Source: an optimization exercise on an open RTL-to-GDS flow (aim: small area). Production flows keep margins and buffers that such runs may drop.
In this exercise RTL edits were held to simulation tests only and were not proved equivalent to the original.

==> flow/design.v (outline; a module is shown in full before it is edited, if it fits) <==
// module fast_frame_ctrl: 47 lines
// module fast_window: 47 lines
// module fast_segment_test: 3165 lines
// module fast_border_mask: 22 lines
// module fast_detector: 61 lines
module fast_detector #(
    parameter int IMG_WIDTH  = 32,
    parameter int IMG_HEIGHT = 24,
    parameter int EDGE       = 4,
    parameter int THRESHOLD  = 20
) (
    input  logic   i_clk,
    input  logic   i_rst_n,
    input  logic   i_valid,
    input  logic   i_start,
    input  logic [7:0]  i_pixel,
    output logic   o_ready,
    output logic   o_start,
    output logic   o_end,
    output logic   o_point_valid,
    output logic [28:0] o_point
);
  // ...
==> flow/flow/run.sh <==
#!/bin/bash
# Own flow: the standard layout (standard.sh, all ORFS steps and settings
# unchanged) with one change to synthesis: Yosys's synth runs with -noabc, so
# the explicit full adder equations of the RTL reach extract_fa as written
# (no pre-mapping abc -fast pass that inverts them), and extract_fa extracts
# full adders only, leaving half adders to the final abc mapping.
# The registers are those of the standard synthesis (same names and cells).
set -euo pipefail
W=$PWD
sed 's/extract_fa {\*}\[dont_use_extract_fa_args\]/extract_fa -fa/' \
    "$FLOW_HOME/scripts/synth.tcl" > "$W/own_synth_core.tcl"
grep -q 'extract_fa -fa' "$W/own_synth_core.tcl"
{
    echo 'proc synth {args} { yosys synth -nofsm -noshare -noabc {*}$args }'
    echo "source $W/own_synth_core.tcl"
    tail -n +3 "$W/synth_recipe.tcl"
} > "$W/own_synth.tcl"
sed "s#SYNTH_SCRIPT=[^ ]*#SYNTH_SCRIPT=$W/own_synth.tcl#" "$W/standard.sh" > "$W/own_standard.sh"
grep -q "SYNTH_SCRIPT=$W/own_synth.tcl" "$W/own_standard.sh"
bash "$W/own_standard.sh" finish > "$W/own_flow_make.log" 2>&1
==> flow/standard.sh <==
#!/bin/bash
# synth_recipe.tcl (not shown) runs the flow's synth.tcl, then flattens the netlist and writes it again
# the make line also repeats each setting of config.mk as NAME=value (left out here)
make -C /OpenROAD-flow-scripts/flow DESIGN_CONFIG=/design/flow/config.mk WORK_HOME=/design/flow/orfs CLKGATE_MAP_FILE= SYNTH_SCRIPT=/design/flow/synth_recipe.tcl "${@:-finish}"
==> flow/config.mk <==
export PLATFORM = sky130hd
export DESIGN_NAME = fast_detector
export DESIGN_NICKNAME = fast_detector
export VERILOG_FILES = /design/flow/design.v
export SDC_FILE = /design/flow/constraint.sdc
export NUM_CORES = 4
export LEC_CHECK = 0
export CAP_MARGIN = 20
export CORE_MARGIN = 2
export CORE_UTILIZATION = 65
export CTS_BUF_LIST = sky130_fd_sc_hd__clkbuf_8 sky130_fd_sc_hd__clkbuf_16
export CTS_CLUSTER_DIAMETER = 80
export CTS_CLUSTER_SIZE = 20
export PLACE_DENSITY = 0.75
export SLEW_MARGIN = 20
==> flow/constraint.sdc <==
create_clock -name core_clock -period 20.0 [get_ports {i_clk}]
set_input_delay 4.0000 -clock core_clock [delete_from_list [all_inputs] [get_ports {i_clk}]]
set_output_delay 4.0000 -clock core_clock [all_outputs]
set_load 0.01 [all_outputs]
==> results.sh, run 1 <==
export IMPL_antenna_found_initial=13
export IMPL_synth_compound_area_share=0.0231
export IMPL_worstSkewPairLatency_ns=0.70
export IMPL_finalSetupTns_ns=0
export IMPL_largest_reg_flops=1456
export IMPL_top_layer_used="met5"
export IMPL_utilization=0.705
export IMPL_synthTopCellsByArea="edfxtp_1, fa_1, nor2_1, and3_1, xnor2_1"
export IMPL_num_clock_buffers=90
export IMPL_grt_max_degree=219
export IMPL_ys_ff_latch=1516
export IMPL_outcome="complete, no violations"
export IMPL_crit_slowest_cell="fa_1"
export IMPL_slew_headroom=0.201
export IMPL_cp_arrival_ns=15.22
export IMPL_startpoint="i_fast_window.chain[720]"
export IMPL_worst_pin_slew_ns=1.19
export IMPL_yosys_top_cells_count="edfxtp_1, fa_1, nor2_1"
export IMPL_rsz0062_at_grt="false"
export IMPL_fin_crit_ns=19.22
export IMPL_cts_buffer_depth=3
export IMPL_fillers=5049
export IMPL_core_area_sq_um=88100
export IMPL_finalMaxSlewViolations=0
export IMPL_synth_top_cell_area_share=0.785
export IMPL_mostFrequentLayoutCells="edfxtp_1, fa_1, nor2_1"
export IMPL_regArea_sq_um=45400
export IMPL_rows=109
export IMPL_place_area_sq_um=59500
export IMPL_wire_per_inst_um=33.1
export IMPL_num_nonclk_buffers=60
export IMPL_drive_gt1_frac=0.0564
export IMPL_crit_path_end="o_point[0]"
==> run 2: changes to the inputs <==
--- a/flow/config.mk
+++ b/flow/config.mk
@@ -8,8 +8,8 @@
 export CAP_MARGIN = 20
 export CORE_MARGIN = 2
 export CORE_UTILIZATION = 65
-export CTS_BUF_LIST = sky130_fd_sc_hd__clkbuf_8 sky130_fd_sc_hd__clkbuf_16
+export CTS_BUF_LIST = sky130_fd_sc_hd__clkbuf_16
 export CTS_CLUSTER_DIAMETER = 80
-export CTS_CLUSTER_SIZE = 20
+export CTS_CLUSTER_SIZE = 25
 export PLACE_DENSITY = 0.75
 export SLEW_MARGIN = 20
==> run 2 against run 1 <==
Compared with the run above: utilization fell by 0.32 points; synthesized cell count is the same; die area unchanged; synthesized area did not move; critical endpoint is now o_point[4]; highest routed layer is now met4; final cell count shrank 0.43%; setup slack improved by 0.23 ns; via count fell by 0.94%.
==> results.sh, run 2 <==
export IMPL_slew_headroom=0.235
export IMPL_design_area_sq_um=61800
export IMPL_post_cts_buffers=0
export IMPL_drt_first_pass_iters=7
export IMPL_cap_viol_max_count=0
export IMPL_rows=109
export IMPL_critical_path_most_common_cell="fa_1"
export IMPL_setup_violations_final=0
export IMPL_cts_sinks=1516
export IMPL_drive_gt1_frac=0.0520
export IMPL_async_reset_ff_frac=0.00132
export IMPL_worstPathMaxFanout=19
export IMPL_grt_max_degree=219
export IMPL_dp_hpwl_mm=90.3
export IMPL_cts_root_buf="clkbuf_16"
export IMPL_grt_use_total=0.300
export IMPL_synthTopCellsByArea="edfxtp_1, fa_1, nor2_1, and3_1, xnor2_1"
export IMPL_antenna_found_initial=12
export IMPL_syn_to_final_growth_pct=7.38
export IMPL_die_w_um=302
export IMPL_die_area_sq_um=90900
export IMPL_synth_flop_cell="edfxtp_1"
export IMPL_fillers=5127
export IMPL_crit_slowest_cell="o21ai_1"
export IMPL_final_common_cell="edfxtp_1"
export IMPL_io_buffers=34
export IMPL_drtIter0Drc=4025
export IMPL_syn_cell_area_sq_um=57500
export IMPL_cp_arrival_ns=14.98
export IMPL_top_register="i_fast_window.chain"
export IMPL_hold_viol=0
export IMPL_rsz0062_at_grt="false"
export IMPL_fin_crit_sh=0.949
export IMPL_io_pins=45
export IMPL_cts_buffer_depth=3
export IMPL_utilization=0.701
export IMPL_postSynthAreaPerCell_sq_um=20.3
export IMPL_multiInputGateArea_sq_um=11800
export IMPL_worstSkewPairLatency_ns=0.68
export IMPL_synth_edf_count=1504
export IMPL_yosys_warnings=4
export IMPL_regArea_sq_um=45400
export IMPL_largest_reg_flops=1456
export IMPL_grt_pass1_wl_mm=188
export IMPL_critical_path_max_stage_delay_ns=0.71
export IMPL_cts_buffers=74
export IMPL_synthCells=2828
export IMPL_required_ns=16.00
export IMPL_gp_congestion=0.987
export IMPL_fin_crit_ns=18.98
export IMPL_remaining_drc_errors=0
export IMPL_ant_nets=0
export IMPL_yosysTopAreaCell="edfxtp_1"
export IMPL_viasPerCell=6.36
export IMPL_core_area_sq_um=88100
export IMPL_grt_ovfl_total=0
export IMPL_initial_utilization=0.653
export IMPL_wl_mm=135
export IMPL_reg_top3="i_fast_window.chain: 1456 flops, i_fast_window.head: 48 flops, i_fast_frame_ctrl.o_cnt: 10 flops"
export IMPL_outcome="complete, no violations"
export IMPL_yosys_top_cells_count="edfxtp_1, fa_1, nor2_1"
export IMPL_synth_most_common_cell="edfxtp_1"
export IMPL_fmax_mhz=52.7
export IMPL_place_area_sq_um=59500
export IMPL_vias=26300
export IMPL_die_h_um=302
export IMPL_finalMaxSlewViolations=0
export IMPL_critPathKind="flip-flop to output port"
export IMPL_synth_cell_types=75
export IMPL_ys_ff_latch=1516
export IMPL_nNetsFinal=3269
export IMPL_wire_per_inst_um=32.7
export IMPL_first_global_vias=26000
export IMPL_finalSetupTns_ns=0
export IMPL_crit_path_end_kind="output port"
export IMPL_worst_pin_slew_ns=1.15
export IMPL_yosysSeqAreaShare=0.789
export IMPL_h_tree_depth=3
export IMPL_cts_hold_buf=0
export IMPL_cts_resized=0
export IMPL_mostFrequentLayoutCells="edfxtp_1, fa_1, nor2_1"
export IMPL_synth_top_cell_area_share=0.785
export IMPL_cts_tree="yes"
export IMPL_path_delay_family="adder cells"
export IMPL_clk_pin_slew_ns=0.09
export IMPL_skew_ns=0.0442
export IMPL_critPathBufInv=4
export IMPL_start_kind="flip-flop"
export IMPL_hp_class="flip-flop to flip-flop"
==> run 2: metal layers <==
| layer | routed length [um] | vias up | track usage | share of wire |
|---|---|---|---|---|
| met5 | 0 | - | 0 | 0 |
| met4 | 6880 | 0 | 0.128 | 0.051 |
| met3 | 11800 | 364 | 0.0469 | 0.088 |
| met2 | 64000 | 1746 | 0.473 | 0.47 |
| met1 | 52100 | 13400 | 0.427 | 0.39 |
| li1 | - | 10800 | - | - |
==> run 2: final cells by class <==
| cell class | count | area share |
|---|---|---|
| Antenna cell | 3 | 0.000121 |
| Clock buffer | 75 | 0.0304 |
| Clock inverter | 26 | 0.00561 |
| Inverter | 74 | 0.00450 |
| Multi-Input combinational cell | 1208 | 0.191 |
| Sequential cell | 1516 | 0.735 |
| Tap cell | 1165 | 0.0236 |
| Timing Repair Buffer | 61 | 0.0103 |
==> run 2: logic make-up after synthesis <==
family | count (synthesis) | synth area share
xor gates and xnor gates | 102 | 0.0162
DFF | 1516 | 0.789
and+or+nand+nor | 563 | 0.0491
adders and majority gates | 330 | 0.113
AOI/OAI and AO/OA | 203 | 0.0231
buffers and inverters | 113 | 0.00874
other | 1 | 0.0000652
==> run 2: final timing paths <==
kind,endpoint,start,depth (start not counted),slack (ns)
max,o_point[4],i_fast_window.chain[720],36,1.02
min,i_fast_window.chain[385],i_fast_window.chain[377],0,0.39
max reg2reg,i_fast_window.chain[721],i_fast_frame_ctrl.o_cnt[2],8,14.79
min reg2reg,i_fast_window.chain[385],i_fast_window.chain[377],0,0.39
max in group asynchronous,i_fast_frame_ctrl.vq,i_rst_n,1,16.29
min in group asynchronous,i_fast_frame_ctrl.active,i_rst_n,1,3.53
==> run 2: per-stage QoR <==
step,setup WS (ns),std cells,hold slack [ns]
CTS,0.892,4122,0.382
floorplan,-6.14,2837,0.400
global route,0.472,4125,0.404
finish,1.02,4128,0.386
global placement,2.60,4021,0.401
detailed placement,1.83,4021,0.405

## separate check: timing with driven ports
How much do the figures lean on ideal ports? The routed layouts below were timed once more, with nothing changed but the port constraints.
Step 1 sets driving cells, clkbuf_16 on the clock port and buf_2 on the other inputs (assumed; they add their load-dependent delay and slew).
Step 2 also shifts input and output timing later by t, the mid clock arrival at the registers, as if the neighbouring blocks saw the same clock.
Slacks: no drivers / after step 1 / after step 2; pairs: no drivers / after step 1.
run | shift t [ns] | setup slack, ns | worst register clock-pin slew, ns
run 1 | 0.750 | 0.783 / 0.713 / 1.462 | 0.11 / 0.11
run 2 | 0.728 | 1.017 / 0.949 / 1.677 | 0.12 / 0.12
After both steps setup and hold are still met in every run listed.
